Background: an optimization exercise with open tools, aiming at small area, a short achievable clock period and few clock cycles. Do not read the settings as production practice. No run shown here included a check of the RTL's function; only the layout flow was run. Power figures rest on the tool's default switching activity, not on a simulated workload.

**flow/constraint.sdc**
```tcl
create_clock -name core_clock -period 10.0 [get_ports {clk}]
set_input_delay 2.0000 -clock core_clock [delete_from_list [all_inputs] [get_ports {clk}]]
set_output_delay 2.0000 -clock core_clock [all_outputs]
set_load 0.01 [all_outputs]
```
**flow/config.mk**
```make
export PLATFORM = sky130hd
export DESIGN_NAME = rm_edf_tick_scheduler
export DESIGN_NICKNAME = rm_edf_tick_scheduler
export VERILOG_FILES = /design/flow/design.v
export SDC_FILE = /design/flow/constraint.sdc
export NUM_CORES = 4
export LEC_CHECK = 0
export CAP_MARGIN = 20
export CORE_MARGIN = 2
export CORE_UTILIZATION = 40
export SLEW_MARGIN = 20
```
**flow/design.v**
```verilog
`default_nettype none
package rmedf_pkg;
  localparam int TASKS  = 8;
  localparam int SLOT_W = 3;
  localparam int NS_W   = 4;
  localparam int ID_W   = 4;
  localparam int TICK_W = 16;
  localparam int VAL_W  = 16;
  localparam int CNT_W  = 16;
  localparam int DL_W   = TICK_W + 1;
  localparam int OUT_W  = 32;
  localparam int ADDR_W = 4;
  localparam int DATA_W = 32;
  localparam logic [ID_W-1:0] NONE_ID = 4'd8;
  localparam logic [1:0] OP_LOAD   = 2'd0;
  localparam logic [1:0] OP_TICK   = 2'd1;
  localparam logic [1:0] OP_FINISH = 2'd2;
  localparam logic [2:0] TAG_IDLE = 3'd0;
  localparam logic [2:0] TAG_FIN  = 3'd1;
  localparam logic [2:0] TAG_LOST = 3'd2;
  localparam logic [2:0] TAG_PRE  = 3'd3;
  localparam logic [2:0] TAG_CUT  = 3'd4;
  localparam logic [15:0] SLIMIT_RESET = 16'd4096;
  function automatic logic le17(input logic [16:0] a, input logic [16:0] b);
    logic [31:0] lt, eq;
    lt = '0;
    eq = '1;
    for (int k = 0; k < 17; k++) begin
      lt[k] = ~a[k] & b[k];
      eq[k] = ~(a[k] ^ b[k]);
    end
    for (int w = 16; w >= 1; w = w / 2) begin
      for (int k = 0; k < w; k++) begin
        lt[k] = lt[2*k+1] | (eq[2*k+1] & lt[2*k]);
        eq[k] = eq[2*k+1] & eq[2*k];
      end
    end
    le17 = lt[0] | eq[0];
  endfunction
  function automatic logic [16:0] add16(input logic [15:0] a, input logic [15:0] b);
    logic [15:0] g, p, gg, pp;
    logic [15:0] gn, pn;
    logic [16:0] s;
    g  = a & b;
    p  = a ^ b;
    gg = g;
    pp = p;
    for (int l = 0; l < 4; l++) begin
      gn = gg;
      pn = pp;
      for (int k = 0; k < 16; k++) begin
        if (((k >> l) & 1) == 1) begin
          gn[k] = gg[k] | (pp[k] & gg[((k >> l) << l) - 1]);
          pn[k] = pp[k] & pp[((k >> l) << l) - 1];
        end
      end
      gg = gn;
      pp = pn;
    end
    s[0] = p[0];
    for (int k = 1; k < 16; k++) s[k] = p[k] ^ gg[k-1];
    s[16] = gg[15];
    add16 = s;
  endfunction
endpackage
`default_nettype wire
`default_nettype none
module rmedf_mod (
  input  wire logic        clk,
  input  wire logic        rst_n,
  input  wire logic        start,
  input  wire logic [15:0] dividend,
  input  wire logic [15:0] divisor,
  output logic             done,
  output logic [15:0]      rem
);
  logic [15:0] rem_r;
  logic [15:0] div_r;
  logic [3:0]  cnt_r;
  logic        run_r;
  logic        done_r;
  logic [16:0] trial;
  logic [16:0] diff;
  assign trial = {rem_r, dividend[~cnt_r]};
  assign diff  = trial - {1'b0, div_r};
  always_ff @(posedge clk) begin
    if (!rst_n) begin
      run_r  <= 1'b0;
      done_r <= 1'b0;
    end else begin
      done_r <= run_r && (cnt_r == 4'd15);
      if (start) run_r <= 1'b1;
      else if (cnt_r == 4'd15) run_r <= 1'b0;
    end
  end
  always_ff @(posedge clk) begin
    if (start) begin
      cnt_r <= '0;
      rem_r <= '0;
      div_r <= divisor;
    end else if (run_r) begin
      cnt_r <= cnt_r + 1'b1;
      rem_r <= diff[16] ? trial[15:0] : diff[15:0];
    end
  end
  assign done = done_r;
  assign rem  = rem_r;
endmodule
`default_nettype wire
`default_nettype none
module rmedf_slot (
  input  wire logic        clk,
  input  wire logic        in_n,        
  input  wire logic        policy,      
  input  wire logic [15:0] tick,
  input  wire logic        wrap,        
  input  wire logic        own,         
  input  wire logic [15:0] own_rem,     
  input  wire logic [15:0] own_done,    
  input  wire logic        clr,         
  input  wire logic        act_clr,     
  input  wire logic        tick_en,
  input  wire logic        ld_en,
  input  wire logic [15:0] ld_per,
  input  wire logic [15:0] ld_bur,
  input  wire logic [15:0] ld_dl,
  input  wire logic        ph_wr,
  input  wire logic [15:0] ph_val,
  input  wire logic        fin_en,
  input  wire logic        kill_wr,
  input  wire logic [15:0] kill_val,
  output logic [16:0]      key,
  output logic             elig,
  output logic             fin,         
  output logic             lst,         
  output logic [15:0]      rem_q,
  output logic             kf,
  output logic [15:0]      done,
  output logic [15:0]      lost,
  output logic [15:0]      killed
);
  logic [15:0] per, bur, dl;
  logic [15:0] phase, rem;
  logic [16:0] absdl;
  logic        active;
  logic        pnz, rel, remz, dlhit, active1;
  logic [15:0] ph_inc, rem_e;
  logic [16:0] absdl1;
  assign pnz     = (per != '0);
  assign rel     = in_n && pnz && (phase == '0);
  assign ph_inc  = phase + 16'd1;
  assign remz    = own ? (rem == 16'd1) : (rem == 16'd0);
  assign rem_e   = own ? own_rem : rem;
  assign fin     = own && remz;
  assign dlhit   = in_n && active && !remz && (absdl == {1'b0, tick});
  assign lst     = !fin && dlhit;
  assign active1 = rel || (active && !fin && !dlhit);
  assign absdl1  = rel ? rmedf_pkg::add16(tick, dl) : absdl;
  assign key     = policy ? absdl1 : {1'b0, per};
  assign elig    = in_n && active1 && (rel ? (bur != '0) : !remz);
  assign rem_q   = rem;
  always_ff @(posedge clk) begin
    if (ld_en) begin
      per <= ld_per;
      bur <= ld_bur;
      dl  <= ld_dl;
    end
  end
  always_ff @(posedge clk) begin
    if (ph_wr) phase <= ph_val;
    else if (tick_en && pnz) phase <= (wrap || (ph_inc == per)) ? 16'd0 : ph_inc;
  end
  always_ff @(posedge clk) begin
    if (tick_en) begin
      rem   <= rel ? bur : rem_e;
      absdl <= absdl1;
    end
  end
  always_ff @(posedge clk) begin
    if (act_clr) active <= 1'b0;
    else if (tick_en) active <= active1;
  end
  always_ff @(posedge clk) begin
    if (fin_en) kf <= in_n && active && !remz;
  end
  always_ff @(posedge clk) begin
    if (clr) begin
      done   <= '0;
      lost   <= '0;
      killed <= '0;
    end else begin
      if (tick_en && fin) done <= own_done;
      if (tick_en && lst) lost <= lost + 16'd1;
      if (kill_wr) killed <= kill_val;
    end
  end
endmodule
`default_nettype wire
`default_nettype none
module rm_edf_tick_scheduler (
  input  wire logic                          clk,
  input  wire logic                          rst_n,
  input  wire logic                          start,
  output logic                               busy,
  input  wire logic [1:0]                    in_operation,
  input  wire logic [rmedf_pkg::SLOT_W-1:0]  in_task_index,
  input  wire logic [rmedf_pkg::VAL_W-1:0]   in_period,
  input  wire logic [rmedf_pkg::VAL_W-1:0]   in_burst,
  input  wire logic [rmedf_pkg::VAL_W-1:0]   in_deadline,
  output logic                               out_valid,
  output logic                               out_kind,
  output logic [rmedf_pkg::ID_W-1:0]         out_task_id,
  output logic                               out_seg_valid,
  output logic [rmedf_pkg::ID_W-1:0]         out_seg_task,
  output logic [rmedf_pkg::OUT_W-1:0]        out_seg_start,
  output logic [rmedf_pkg::OUT_W-1:0]        out_seg_end,
  output logic [2:0]                         out_seg_tag,
  output logic                               out_trace_full,
  output logic [rmedf_pkg::OUT_W-1:0]        out_count_complete,
  output logic [rmedf_pkg::OUT_W-1:0]        out_count_lost,
  output logic [rmedf_pkg::OUT_W-1:0]        out_count_killed,
  output logic                               out_last,
  input  wire logic                          psel,
  input  wire logic                          penable,
  input  wire logic                          pwrite,
  input  wire logic [rmedf_pkg::ADDR_W-1:0]  paddr,
  input  wire logic [rmedf_pkg::DATA_W-1:0]  pwdata,
  output logic [rmedf_pkg::DATA_W-1:0]       prdata,
  output logic                               pready
);
  localparam logic [3:0] NONE_ID = rmedf_pkg::NONE_ID;
  logic        policy_r;
  logic [3:0]  tcount_r;
  logic [15:0] slimit_r;
  logic        cfg_wr;
  logic [15:0] tick_r;
  logic [3:0]  owner_r;
  logic [15:0] since_r;
  logic [15:0] segcnt_r;
  logic        ldm_r;         
  logic [2:0]  ldslot_r;
  logic        fpend_r;       
  logic        tot_r;         
  logic [2:0]  ts_r;          
  logic        ov_r;
  logic [3:0]  id_r;
  logic        sv_r;
  logic [3:0]  stask_r;
  logic [15:0] sstart_r;
  logic [15:0] send_r;
  logic [2:0]  stag_r;
  logic        full_r;
  logic        last_r;
  logic        accept, do_tick, do_load, do_fin;
  logic [3:0]  n_eff;
  logic        tick0;
  logic        mod_done;
  logic [15:0] mod_rem;
  assign accept  = start && !busy;
  assign do_load = accept && (in_operation == rmedf_pkg::OP_LOAD);
  assign do_tick = accept && (in_operation == rmedf_pkg::OP_TICK);
  assign do_fin  = accept && (in_operation == rmedf_pkg::OP_FINISH);
  assign busy    = ldm_r || fpend_r;
  assign n_eff   = tcount_r[3] ? 4'd8 : tcount_r;
  assign tick0   = (tick_r == '0);
  assign pready = 1'b1;
  assign cfg_wr = psel && penable && pwrite;
  always_ff @(posedge clk) begin
    if (!rst_n) begin
      policy_r <= 1'b0;
      tcount_r <= '0;
      slimit_r <= rmedf_pkg::SLIMIT_RESET;
    end else if (cfg_wr) begin
      case (paddr[3:2])
        2'd0: policy_r <= pwdata[0];
        2'd1: tcount_r <= pwdata[3:0];
        2'd2: slimit_r <= pwdata[15:0];
        default: ;
      endcase
    end
  end
  always_comb begin
    case (paddr[3:2])
      2'd0:    prdata = {31'd0, policy_r};
      2'd1:    prdata = {28'd0, tcount_r};
      2'd2:    prdata = {16'd0, slimit_r};
      default: prdata = '0;
    endcase
  end
  rmedf_mod u_mod (
    .clk      (clk),
    .rst_n    (rst_n),
    .start    (do_load && !tick0),
    .dividend (tick_r),
    .divisor  (in_period),
    .done     (mod_done),
    .rem      (mod_rem)
  );
  logic [16:0] key  [8];
  logic [7:0]  elig, fin, lst, kf, win, own, in_n;
  logic [15:0] rem_c  [8];
  logic [15:0] done_c [8];
  logic [15:0] lost_c [8];
  logic [15:0] kill_c [8];
  logic [15:0] kill_val;
  logic [15:0] own_rem, own_done;
  logic [2:0]  csel;
  logic [15:0] done_s;
  logic        ph_wr_any;
  logic [2:0]  ph_slot;
  logic        wrap;
  assign ph_wr_any = (do_load && tick0) || mod_done;
  assign ph_slot   = mod_done ? ldslot_r : in_task_index;
  assign wrap      = (tick_r == 16'hFFFF);
  assign own_rem  = rem_c[owner_r[2:0]] - 16'd1;
  assign csel     = tot_r ? ts_r : owner_r[2:0];
  assign done_s   = done_c[csel];
  assign own_done = done_s + 16'd1;
  for (genvar i = 0; i < 8; i++) begin : g_slot
    assign in_n[i] = (4'(i) < n_eff);
    assign own[i]  = (owner_r == 4'(i));
    rmedf_slot u_slot (
      .clk      (clk),
      .in_n     (in_n[i]),
      .policy   (policy_r),
      .tick     (tick_r),
      .wrap     (wrap),
      .own      (own[i]),
      .own_rem  (own_rem),
      .own_done (own_done),
      .clr      (!rst_n || (do_load && (in_task_index == 3'(i)))),
      .act_clr  (!rst_n || do_fin),
      .tick_en  (do_tick),
      .ld_en    (do_load && (in_task_index == 3'(i))),
      .ld_per   (in_period),
      .ld_bur   (in_burst),
      .ld_dl    (in_deadline),
      .ph_wr    (do_fin || (ph_wr_any && (ph_slot == 3'(i)))),
      .ph_val   (mod_done ? mod_rem : 16'd0),
      .fin_en   (do_fin),
      .kill_wr  (tot_r && (ts_r == 3'(i))),
      .kill_val (kill_val),
      .key      (key[i]),
      .elig     (elig[i]),
      .fin      (fin[i]),
      .lst      (lst[i]),
      .rem_q    (rem_c[i]),
      .kf       (kf[i]),
      .done     (done_c[i]),
      .lost     (lost_c[i]),
      .killed   (kill_c[i])
    );
  end
  logic [7:0] le [8];
  logic [3:0] best;
  logic       none_w;
  always_comb begin
    for (int i = 0; i < 8; i++) le[i] = '0;
    for (int i = 0; i < 8; i++)
      for (int j = i + 1; j < 8; j++)
        le[i][j] = rmedf_pkg::le17(key[i], key[j]);
    for (int i = 0; i < 8; i++) begin
      win[i] = elig[i];
      for (int j = 0; j < 8; j++) begin
        if (j < i) win[i] = win[i] && (!elig[j] || !le[j][i]);
        if (j > i) win[i] = win[i] && (!elig[j] || le[i][j]);
      end
    end
    none_w  = (elig == '0);
    best[3] = none_w;
    best[2] = win[4] | win[5] | win[6] | win[7];
    best[1] = win[2] | win[3] | win[6] | win[7];
    best[0] = win[1] | win[3] | win[5] | win[7];
  end
  logic        own_fin, own_lost, same, chg, s_ok, seg_room;
  logic [2:0]  s_tag;
  logic        full_n;
  assign own_fin  = |(fin & own);
  assign own_lost = |(lst & own);
  assign same     = |(own & win) || (none_w && (owner_r == NONE_ID));
  assign chg      = do_fin || own_fin || own_lost || !same;
  assign seg_room = (segcnt_r < slimit_r);
  assign s_ok     = chg && (tick_r > since_r) && seg_room;
  assign full_n   = s_ok ? ((segcnt_r + 16'd1) == slimit_r) : !seg_room;
  always_comb begin
    if (do_fin)        s_tag = (owner_r != NONE_ID) ? rmedf_pkg::TAG_CUT : rmedf_pkg::TAG_IDLE;
    else if (own_fin)  s_tag = rmedf_pkg::TAG_FIN;
    else if (own_lost) s_tag = rmedf_pkg::TAG_LOST;
    else               s_tag = (owner_r != NONE_ID) ? rmedf_pkg::TAG_PRE : rmedf_pkg::TAG_IDLE;
  end
  logic [2:0]  tsn;
  logic [15:0] kill_s;
  logic        kf_s;
  assign kill_s = kill_c[ts_r];
  assign kf_s   = kf[ts_r];
  always_comb begin
    logic c;
    c = kf_s;
    for (int k = 0; k < 16; k++) begin
      kill_val[k] = kill_s[k] ^ c;
      c = c & kill_s[k];
    end
  end
  assign tsn = ts_r + 3'd1;
  always_ff @(posedge clk) begin
    if (!rst_n) begin
      tick_r   <= '0;
      owner_r  <= NONE_ID;
      since_r  <= '0;
      segcnt_r <= '0;
      ldm_r    <= 1'b0;
      fpend_r  <= 1'b0;
      tot_r    <= 1'b0;
      ov_r     <= 1'b0;
    end else begin
      if (do_load && !tick0) ldm_r <= 1'b1;
      else if (mod_done)     ldm_r <= 1'b0;
      if (do_tick) begin
        tick_r   <= tick_r + 16'd1;
        owner_r  <= best;
        if (chg) since_r <= tick_r;
        if (s_ok) segcnt_r <= segcnt_r + 16'd1;
      end else if (do_fin) begin
        tick_r   <= '0;
        owner_r  <= NONE_ID;
        since_r  <= '0;
        segcnt_r <= '0;
      end
      ov_r <= do_tick || do_fin || fpend_r;
      if (do_fin) begin
        fpend_r <= (n_eff != '0);
        tot_r   <= 1'b0;
      end else if (fpend_r) begin
        tot_r   <= 1'b1;
        fpend_r <= !((tot_r ? {1'b0, tsn} : 4'd0) + 4'd1 == n_eff);
      end else begin
        tot_r   <= 1'b0;
      end
    end
  end
  always_ff @(posedge clk) begin
    if (do_load && !tick0) ldslot_r <= in_task_index;
    if (fpend_r) ts_r <= tot_r ? tsn : 3'd0;
    if (do_tick || do_fin) begin
      id_r     <= do_fin ? NONE_ID : best;
      sv_r     <= s_ok;
      stask_r  <= s_ok ? owner_r : NONE_ID;
      sstart_r <= s_ok ? since_r : '0;
      send_r   <= s_ok ? tick_r : '0;
      stag_r   <= s_ok ? s_tag : rmedf_pkg::TAG_IDLE;
      full_r   <= full_n;
      last_r   <= do_tick || (n_eff == '0);
    end else if (fpend_r) begin
      id_r     <= {1'b0, tot_r ? tsn : 3'd0};
      sv_r     <= 1'b0;
      stask_r  <= NONE_ID;
      sstart_r <= '0;
      send_r   <= '0;
      stag_r   <= rmedf_pkg::TAG_IDLE;
      last_r   <= ((tot_r ? {1'b0, tsn} : 4'd0) + 4'd1 == n_eff);
    end
  end
  assign out_valid          = ov_r;
  assign out_kind           = tot_r;
  assign out_task_id        = id_r;
  assign out_seg_valid      = sv_r;
  assign out_seg_task       = stask_r;
  assign out_seg_start      = {16'd0, sstart_r};
  assign out_seg_end        = {16'd0, send_r};
  assign out_seg_tag        = stag_r;
  assign out_trace_full     = full_r;
  assign out_count_complete = tot_r ? {16'd0, done_s} : '0;
  assign out_count_lost     = tot_r ? {16'd0, lost_c[ts_r]} : '0;
  assign out_count_killed   = tot_r ? {16'd0, kill_val} : '0;
  assign out_last           = last_r;
endmodule
`default_nettype wire
```
**flow/run.sh**
```bash
#!/bin/bash
# synth_recipe.tcl (not shown) runs the flow's synth.tcl, then flattens the netlist and writes it again
# the make line also repeats each setting of config.mk as NAME=value (left out here)
make -C /OpenROAD-flow-scripts/flow DESIGN_CONFIG=/design/flow/config.mk WORK_HOME=/design/flow/orfs CLKGATE_MAP_FILE= SYNTH_SCRIPT=/design/flow/synth_recipe.tcl finish
```
==> results of run 1 <==
[cells in the final DEF, fill, tap and decap left out, types with 152 or more instances in the layout]
cell,n
a21oi_1,493
buf_4,192
clkbuf_16,154
clkdlybuf4s50_1,187
dfxtp_1,482
edfxtp_1,852
ha_1,696
inv_1,310
mux2_2,226
nand2_1,812
nand3_1,226
nor2_1,774
nor4_1,172
o21ai_0,223
o22ai_1,152
xnor2_1,304
xor2_1,309
[routing by layer]
layer  vias to the layer above  wire, um  share of wire, %
met5                         -        38             0.012
met4                         6     19800               6.2
met3                       588     25500               8.0
met2                      3053    143000                45
met1                     32600    132000                41
li1                      29600         -                 -
[registers in the layout (all words and copies together), names as in the netlist, 128 cells and up]
| register | flops |
|---|---|
| g_slot.u_slot.dl | 128 |
| g_slot.u_slot.rem | 128 |
| g_slot.u_slot.done | 128 |
| g_slot.u_slot.bur | 128 |
| g_slot.u_slot.absdl | 136 |
| g_slot.u_slot.killed | 128 |
| g_slot.u_slot.per | 128 |
| g_slot.u_slot.lost | 128 |
| g_slot.u_slot.phase | 128 |
[power groups by stage]
stage / clock [mW] / sequential, mW / combinational [mW]
floorplan: 0 / 6.21 / 0.725
global placement: 0 / 6.25 / 1.03
detailed placement: 0 / 6.25 / 1.05
CTS: 5.72 / 6.13 / 1.06
global route: 5.93 / 6.15 / 1.16
finish: 5.66 / 6.14 / 1.08
[cell families (layout without fill, tap and decap cells)]
family,after synthesis,count (layout),share of synthesized area [%]
simple gates,2627,2627,15.3
compound gates,1563,1563,12.6
flops,1343,1343,44.1
buf+inv,771,976,4.18
fa+ha+maj,729,729,11.7
xor+xnor,617,617,6.73
mux,386,386,5.43
other cells,2,105,0.00935
[worst reg2reg max path: cells and delay by family (launching register included)]
family                     cells  cell delay [ns]
xor gates and xnor gates       1             0.13
muxes                          1             0.36
buffers and inverters          2             0.47
AOI/OAI and AO/OA             14             4.21
adders and majority gates      3             0.94
DFF                            1             0.46
and+or+nand+nor                7             2.51
[layout make-up]
class / instances / area, um2
Antenna cell: 8 / 20.0
Inverter: 314 / 1190
Timing Repair Buffer: 386 / 3420
Tap cell: 2656 / 3320
Multi-Input combinational cell: 6019 / 42200
Fill cell: 18700 / 109000
Clock buffer: 206 / 4170
Clock inverter: 70 / 802
Sequential cell: 1343 / 35400
[what timing repair did]
action,CTS,global route
resized for setup,0,1
setup buffers,0,0
setup endpoints to repair,0,1
hold buffers,0,0
[worst max path at each step]
| stage | to | slack (ns) |
|---|---|---|
| 2_1_floorplan | g_slot[0].u_slot.phase[0]$_DFFE_PP_ | 2.13 |
| 3_3_place_gp | stask_r[3]$_SDFFCE_PN1P_ | 0.86 |
| 3_5_place_dp | since_r[1]$_SDFFE_PN0P_ | 0.91 |
| 4_1_cts | out_count_killed[15] | 0.29 |
| 5_1_grt | out_count_killed[15] | 0.05 |
| 6_report | out_count_killed[15] | 0.49 |
==> results.cfg, run 1 <==
[yosys]
synth_cell_types = 102
synth_area_leaders = edfxtp_1 (32%), dfxtp_1 (12%), ha_1 (11%), nand2_1 (3.8%), nor2_1 (3.7%)
synth_edf_count = 852
synthArstFlopShare_pct = 0
synth_area_leader_cell = edfxtp_1
yosysWarnings = 10
synthCells = 8038
synth_ff_type = edfxtp_1
synth-seq-area-share_pct = 44.1
synth_top_area_share_pct = 31.9
yosysMostFrequentCell = edfxtp_1
syn_area_per_cell_um2 = 9.99
syn_area_um2 = 80300
synth.top_cells.by_count = edfxtp_1 (852), nand2_1 (813), nor2_1 (786)
synth-seq-cells = 1343

[worst_setup_path]
path_buf_inv = 3
crit_family = adder cells
path_depth = 25
crit_top_cell = ha_1
cpPeakStageDelay_ns = 0.56
startpoint = ts_r[0]$_DFFE_PP_
r2r_start = tick_r[0]$_SDFFE_PN0N_
crit_fanout = 32
cp.arrival_ns = 7.51
cpMaxStageDelayCell = clkdlybuf4s50_1
criticalPathCategory = reg -> out
regToRegEndpoint = since_r[13]$_SDFFE_PN0P_
ff2ff_path_depth = 28
crit_path_start_kind = register
reg2reg_slack_ns = 0.83
crit_required_ns = 8.00
end_kind = primary output

[clock_tree]
cts_root_buf = clkbuf_16
clkTransAtPathRegs_ns = 0.06
cts.path.max_buffers = 3
cts_buffers = 153
cts_tree = yes
clk_latency_ns = 0.84
clock-sinks = 1343
htree_levels = 4

[die]
die_w_um = 452
die_y_um = 452
rows = 164
die_area_um2 = 204000
core_area_um2 = 200000
ios = 305
start_util_pct = 40.2

[global_route]
grt_usage_pct = 30.6
grt_pass1_vias = 62500
grt_first_pass_wirelength_um = 453000
overflow = 0
grt_max_degree = 92
grt_util_met2_pct = 48.1
antenna_found_initial = 13
grt_busiest_layer = met2
grtUsageMet3_pct = 4.59
grt_util_met1_pct = 40.5

[finish]
final_core_util_pct = 45.4
finalInstanceArea_um2 = 90600
final_cell_count_no_fill = 11000
num-nets-final = 9041
layout-drive-gt1-share_pct = 9.21
syn_to_final_growth_pct = 12.8

[hold_path]
whs_path_depth = 2
hold_path_end = g_slot[2].u_slot.killed[9]$_SDFFE_PP0P_
hold_path.class = reg -> reg
min_from = g_slot[2].u_slot.killed[9]$_SDFFE_PP0P_

[place]
finalWeightedCongestion = 1.05
post-place-ws_ns = 0.913
dp_cells = 10700
postPlaceCellArea_um2 = 85600
portBuffers = 189
hpwl_um = 241000

[sta]
period_share_pct = 95.1
slew_viol_final = 0
fin_crit_ns = 9.51
rsz0062_at_grt = no
worstMarginPinSlew_ns = 1.24
timing.fmax_mhz = 105
setup_ws_ns = 0.485
finalClockSkew_ns = 0.0515
setup_violations = 0
timing.slew.headroom_pct = 16.8
holdWs_ns = 0.450
tns_ns = 0
finalHoldViolCount = 0

[power]
clkPwrFrac_pct = 44.0
static-leakage-power_nw = 33.7
finalPower_mw = 12.9
irDropWorstVdd_mv = 0.170
p_seq_share_pct = 47.7
powerDensity_nw_per_um2 = 142
swShare_pct = 25.3
power.share.combinational_pct = 8.4
p_switching_mw = 3.26
p_int_mw = 9.62

[route]
vias_per_cell = 5.99
post_drt_wl_per_cell_um = 29.1
wl_um = 321000
drtIter0Drc = 7847
vias = 65900
first_pass_iters = 6
drcViolationCount = 0
detail-route-antenna-nets = 0

[job]
drv_cap = 0

[outcome]
status = timing/DRC/antenna clean
==> inputs of run 2 (changes only) <==
--- a/flow/config.mk
+++ b/flow/config.mk
@@ -8,4 +8,5 @@
 export CAP_MARGIN = 20
 export CORE_MARGIN = 2
 export CORE_UTILIZATION = 40
+export SETUP_SLACK_MARGIN = 5
 export SLEW_MARGIN = 20
==> run 2 against run 1 <==
- still clean on timing, DRC and antenna
- register-to-register slack improved by 1.9 ns
- global-route usage rose by 0.43 points
- sequential cell count did not move
- utilization rose by 3.0 points
- sequential power barely moved
- worst setup slack improved by 2.1 ns
- power rose by 4.4%
- worst hold slack improved by 0.0028 ns
- combinational power rose by 22%
- synthesized cell count did not move
- area after synthesis did not move
- critical path depth fell by 2
- critical path type unchanged
- highest routed layer unchanged
==> results.cfg, run 2 <==
[clock_tree]
cts_root_buf = clkbuf_16
htree_levels = 4
cts.path.max_buffers = 3
clkTransAtPathRegs_ns = 0.06
cts_buffers = 154
clock-sinks = 1343
cts_tree = yes
clk_latency_ns = 0.86

[hold_path]
whs_path_depth = 2
hold_path.class = reg -> reg
min_from = g_slot[5].u_slot.done[1]$_SDFFE_PP0P_
hold_path_end = g_slot[5].u_slot.done[1]$_SDFFE_PP0P_

[route]
detail-route-antenna-nets = 0
vias = 67800
vias_per_cell = 6.03
first_pass_iters = 8
drcViolationCount = 0
met2_length_um = 144000
post_drt_wl_per_cell_um = 29.1
top_layer = met5
drtIter0Drc = 7782
wl_met1_um = 131000
dr_wl_met3_um = 28300
wl_um = 327000

[worst_setup_path]
ff2ff_path_depth = 30
crit_family = adder cells
crit_top_cell = ha_4
crit_fanout = 11
path_buf_inv = 3
criticalPathCategory = reg -> out
crit_path_start_kind = register
path_cells = inv_2 -> ha_4 -> and2_4 -> buf_4 -> a222oi_1 -> a41oi_2 -> ha_4 -> ha_4 -> ha_4 -> ha_4 -> ha_4 -> ha_4 -> ha_4 -> ha_4 -> ha_4 -> ha_4 -> ha_4 -> ha_4 -> ha_4 -> ha_4 -> xor2_4 -> nor2_4 -> buf_6
crit_required_ns = 8.00
cpMaxStageDelayCell = a222oi_1
regToRegEndpoint = send_r[9]$_SDFFCE_PN0P_
end_kind = primary output
r2r_start = tick_r[0]$_SDFFE_PN0N_
reg2reg_slack_ns = 2.78
cp.arrival_ns = 5.37
cpPeakStageDelay_ns = 0.46

[yosys]
syn_area_um2 = 80300
yosysWarnings = 10
synth-adder-area-share_pct = 11.7
synth_top_family_by_area = simple AND/OR/NAND/NOR gates
synth_ff_type = edfxtp_1
synth_compound_area_share_pct = 12.6
syn_area_per_cell_um2 = 9.99
synthCells = 8038
synth-xor-area-share_pct = 6.73
synth_edf_count = 852
yosysMostFrequentCell = edfxtp_1
yosys.area_share.simple_pct = 15.3
synth.top_cells.by_count = edfxtp_1 (852), nand2_1 (813), nor2_1 (786)
synth-seq-area-share_pct = 44.1
synth_cell_types = 102
synth_top_area_share_pct = 31.9
synth_area_leaders = edfxtp_1 (32%), dfxtp_1 (12%), ha_1 (11%), nand2_1 (3.8%), nor2_1 (3.7%)
synth_area_leader_cell = edfxtp_1
synth_mux_area_share_pct = 5.43
synth-seq-cells = 1343
synthArstFlopShare_pct = 0

[finish]
mostFrequentLayoutCell = edfxtp_1
syn_to_final_growth_pct = 20.2
fillers = 18100
multi_input_area_um2 = 45300
largest_reg_flops = 136
largest-register = g_slot.u_slot.absdl
num-nets-final = 9287
final_core_util_pct = 48.4
regArea_um2 = 35500
finalInstanceArea_um2 = 96600
layout-drive-gt1-share_pct = 17.3
layout_common_cells = edfxtp_1 (852), nand2_1 (803), nor2_1 (762), ha_1 (658), dfxtp_1 (477)

[sta]
slew_viol_final = 0
period_share_pct = 73.7
tns_ns = 0
worstMarginPinSlew_ns = 1.20
timing.slew.headroom_pct = 19.4
rsz0062_at_grt = yes
finalHoldViolCount = 0
fin_crit_ns = 7.37
setup_violations = 0
timing.fmax_mhz = 136
finalClockSkew_ns = 0.0748

[place]
finalWeightedCongestion = 1.03
portBuffers = 189
postPlaceCellArea_um2 = 85900
hpwl_um = 234000

[power]
static-leakage-power_nw = 36.3
powerDensity_nw_per_um2 = 139
finalPower_mw = 13.4
irDropWorstVdd_mv = 0.187

[job]
drv_cap = 0

[global_route]
overflow = 0
antenna_found_initial = 23
grt_max_degree = 117
grt_first_pass_wirelength_um = 460000
grt_usage_pct = 31.0
grt_pass1_vias = 64500

[die]
rows = 164
core_area_um2 = 200000
die_w_um = 452
start_util_pct = 40.2
die_area_um2 = 204000
die_y_um = 452
ios = 305

[outcome]
status = timing/DRC/antenna clean
[run 2: cell counts after synthesis]
No cell type changed its count.
[run 2: how the worst max path moves through the flow]
stage | start | to | slack (ns) | cells after the start
after floorplan | ts_r[0]$_DFFE_PP_ | out_count_killed[15] | 3.55 | 27
after global placement | tick_r[0]$_SDFFE_PN0N_ | stask_r[1]$_SDFFCE_PN0P_ | 1.49 | 27
after detailed placement | tick_r[0]$_SDFFE_PN0N_ | stask_r[1]$_SDFFCE_PN0P_ | 1.47 | 27
after CTS | ts_r[1]$_DFFE_PP_ | out_count_killed[15] | 2.67 | 24
after global routing | ts_r[1]$_DFFE_PP_ | out_count_killed[15] | 2.52 | 24
final | ts_r[0]$_DFFE_PP_ | out_count_killed[15] | 2.63 | 23
[run 2: kinds of logic (layout without fill, tap and decap cells)]
group,Yosys count,after routing
other cells,2,102
flops,1343,1343
compound gates,1563,1566
buf+inv,771,1223
xor+xnor,617,617
fa+ha+maj,729,729
mux,386,387
simple gates,2627,2628
[run 2: worst min-delay path, cell delays in order (launching register included)]
cell and delay, ns:
dfxtp_1 0.31, nand2_1 0.05, a21oi_1 0.05
[run 2: layer usage]
layer / up-vias / track usage, %
met5: - / 0
met3: 772 / 5.06
met4: 12 / 19.5
met1: 33300 / 40.7
li1: 30200 / -
met2: 3515 / 47.5
[run 2: final cells by class]
cell class	count	share of cell area, %
well taps	2656	3.44
clock buffers	204	4.36
multi-input cells	6024	46.9
diodes	5	0.0130
repair buffers	625	6.13
inverters	314	1.25
flip-flops and latches	1343	36.7
repair inverters	1	0.00907
clock inverters	79	1.16
[run 2: what timing repair did]
| action | 4_1_cts | 5_1_grt |
|---|---|---|
| pin swaps | 179 | 108 |
| hold buffers | 0 | 0 |
| resized for setup | 652 | 196 |
| buffers inserted | 198 | 66 |
| hold endpoints to repair | 0 | 0 |
| gates cloned | 18 | 1 |
| setup endpoints to repair | 463 | 204 |
[run 2: power breakdown]
part	internal [mW]	leakage, nW	total (mW)	switching [mW]
clock	3.47	2.58	5.98	2.51
combinational	0.546	22.0	1.32	0.772
sequential	6.01	11.8	6.14	0.132
[run 2: metrics by stage]
step                worst slack [ns]  hold WS, ns  instances
finish                          2.63        0.453      11300
global route                    2.52        0.473      11200
CTS                             2.67        0.453      11200
detailed placement              1.47        0.447      10700
global placement                1.49        0.438      10700
floorplan                       3.55        0.432       8133
==> inputs of run 3 (changes only) <==
--- a/flow/config.mk
+++ b/flow/config.mk
@@ -5,6 +5,7 @@
 export SDC_FILE = /design/flow/constraint.sdc
 export NUM_CORES = 4
 export LEC_CHECK = 0
+export ABC_CLOCK_PERIOD_IN_PS = 5000
 export CAP_MARGIN = 20
 export CORE_MARGIN = 2
 export CORE_UTILIZATION = 40
==> run 3 against run 2 <==
- still clean on timing, DRC and antenna
- routed wire length unchanged
- clock-buffer cell count unchanged
- clock power about the same
- maximum frequency unchanged
- clock skew unchanged
- global-route usage unchanged
- utilization unchanged
- sequential power about the same
- sequential cell count unchanged
- critical path depth unchanged
- worst hold slack unchanged
- area after synthesis unchanged
- critical endpoint unchanged
==> results.cfg, run 3 <==
[outcome]
status = timing/DRC/antenna clean

[yosys]
syn_area_um2 = 80300
syn_area_per_cell_um2 = 9.99
synthCells = 8038
synth-seq-cells = 1343
yosysMostFrequentCell = edfxtp_1
synth_edf_count = 852
synth_ff_type = edfxtp_1
yosysWarnings = 10
synthArstFlopShare_pct = 0
synth_top_area_share_pct = 31.9
synth-seq-area-share_pct = 44.1
synth_cell_types = 102
synth.top_cells.by_count = edfxtp_1 (852), nand2_1 (813), nor2_1 (786)
synth_area_leaders = edfxtp_1 (32%), dfxtp_1 (12%), ha_1 (11%), nand2_1 (3.8%), nor2_1 (3.7%)
synth_area_leader_cell = edfxtp_1

[power]
finalPower_mw = 13.4
static-leakage-power_nw = 36.3
powerDensity_nw_per_um2 = 139
irDropWorstVdd_mv = 0.187

[sta]
fin_crit_ns = 7.37
slew_viol_final = 0
finalHoldViolCount = 0
holdWs_ns = 0.453
setup_ws_ns = 2.63
worstMarginPinSlew_ns = 1.20
setup_violations = 0
finalClockSkew_ns = 0.0748
rsz0062_at_grt = yes
timing.fmax_mhz = 136
timing.slew.headroom_pct = 19.4
period_share_pct = 73.7
tns_ns = 0

[finish]
layout-drive-gt1-share_pct = 17.3
num-nets-final = 9287
final_core_util_pct = 48.4
syn_to_final_growth_pct = 20.2
layout_common_cells = edfxtp_1 (852), nand2_1 (803), nor2_1 (762), ha_1 (658), dfxtp_1 (477)
finalInstanceArea_um2 = 96600
largest-register = g_slot.u_slot.absdl
final_cell_count_no_fill = 11300
largest_reg_flops = 136
mostFrequentLayoutCell = edfxtp_1

[die]
ios = 305
die_y_um = 452
start_util_pct = 40.2
core_area_um2 = 200000
rows = 164
die_area_um2 = 204000
die_w_um = 452

[clock_tree]
cts_buffers = 154
htree_levels = 4
clk_latency_ns = 0.86
cts_root_buf = clkbuf_16
cts_tree = yes
cts_hold_buf = 0
cts.path.max_buffers = 3
clock-sinks = 1343
clkTransAtPathRegs_ns = 0.06

[worst_setup_path]
cp.arrival_ns = 5.37
cpPeakStageDelay_ns = 0.46
crit_family = adder cells
crit_top_cell = ha_4
r2r_start = tick_r[0]$_SDFFE_PN0N_
crit_required_ns = 8.00
startpoint = ts_r[0]$_DFFE_PP_
end_kind = primary output
path_cells = inv_2 -> ha_4 -> and2_4 -> buf_4 -> a222oi_1 -> a41oi_2 -> ha_4 -> ha_4 -> ha_4 -> ha_4 -> ha_4 -> ha_4 -> ha_4 -> ha_4 -> ha_4 -> ha_4 -> ha_4 -> ha_4 -> ha_4 -> ha_4 -> xor2_4 -> nor2_4 -> buf_6
path_buf_inv = 3
crit_fanout = 11
cpMaxStageDelayCell = a222oi_1
criticalPathCategory = reg -> out
crit_path_start_kind = register

[job]
drv_cap = 0

[hold_path]
hold_path.class = reg -> reg
min_from = g_slot[5].u_slot.done[1]$_SDFFE_PP0P_

[route]
wl_um = 327000
vias = 67800
vias_per_cell = 6.03
detail-route-antenna-nets = 0
post_drt_wl_per_cell_um = 29.1
drcViolationCount = 0
drtIter0Drc = 7782
first_pass_iters = 8

[global_route]
antenna_found_initial = 23
overflow = 0
grt_usage_pct = 31.0
grt_pass1_vias = 64500
grt_max_degree = 117
grt_first_pass_wirelength_um = 460000

[place]
dp_cells = 10700
finalWeightedCongestion = 1.03
postPlaceCellArea_um2 = 85900
portBuffers = 189
hpwl_um = 234000
post-place-ws_ns = 1.47
-- run 3: cell counts in the layout (fill, tap and decap cells not counted) --
No cell type changed its count.
-- run 3: final timing paths --
path | end | slack (ns) | cells past startpoint
max | out_count_killed[15] | 2.63 | 23
min reg2reg | g_slot[5].u_slot.done[1]$_SDFFE_PP0P_ | 0.45 | 2
min | g_slot[5].u_slot.done[1]$_SDFFE_PP0P_ | 0.45 | 2
max reg2reg | send_r[9]$_SDFFCE_PN0P_ | 2.78 | 30
-- run 3: logic make-up after synthesis --
kind of cell    synth area share, %
buf+inv                        4.18
simple gates                   15.3
flops                          44.1
compound gates                 12.6
fa+ha+maj                      11.7
other cells                 0.00935
mux                            5.43
xor+xnor                       6.73
-- run 3: where the power goes --
group          switching [mW]  internal [mW]
combinational           0.772          0.546
clock                    2.51           3.47
sequential              0.132           6.01
total                    3.42           10.0
-- run 3: worst reg2reg max path: cells and delay by family (launching register included) --
family	cells	cell delay [ns]
adders and majority gates	3	0.81
AOI/OAI and AO/OA	15	3.30
and+or+nand+nor	7	1.62
buffers and inverters	3	0.52
xor gates and xnor gates	1	0.16
DFF	1	0.43
muxes	1	0.09
-- run 3: layout make-up --
type | instances | area, um2
multi-input combinational | 6024 | 45300
tap | 2656 | 3320
sequential | 1343 | 35500
clock inverter | 79 | 1120
clock buffer | 204 | 4210
inverter | 314 | 1210
timing repair buffer | 625 | 5920
fill | 18100 | 103000
antenna | 5 | 12.5
timing repair inverter | 1 | 8.76
-- run 3: per-layer routing --
| metal | wire length [um] | GRT usage, % |
|---|---|---|
| met1 | 131000 | 40.7 |
| met2 | 144000 | 47.5 |
| met4 | 23800 | 19.5 |
| met3 | 28300 | 5.06 |
| met5 | 82 | 0 |
-- run 3: timing repair --
item,in CTS,in global routing
cloned,18,1
resized for setup,652,196
pin swaps,179,108
buffers inserted,198,66
endpoints found under the setup margin,463,204

-- afterwards: timing with drivers on the ports --
In the flow no input, the clock included, has a driving cell. The finished layouts below were timed again as built, in two steps. Step 1 assumes that a clkbuf_16 drives the clock port and a buf_2 every other input. Step 2 moves the port delays by t, midway between the first and last clock arrival at a register: inputs arrive t later, outputs are due t later. That takes back most of the time a late clock gives input paths. a / b / c = ideal ports / drivers / drivers and shift; a / b = the first two.
| run | t, ns | slack for setup (ns) | worst setup path after step 2 | clock arrival spread, ns | worst slew at a driven data input, ns |
|---|---|---|---|---|---|
| run 1 | 0.899 | 0.485 / 0.398 / 0.830 | register to register | 0.053 / 0.053 | 0.07 |
| run 2 | 0.910 | 2.634 / 2.543 / 2.782 | register to register | 0.075 / 0.075 | 0.07 |
| run 3 | 0.910 | 2.634 / 2.543 / 2.782 | register to register | 0.075 / 0.075 | 0.07 |
After both steps every run listed still meets setup and hold.
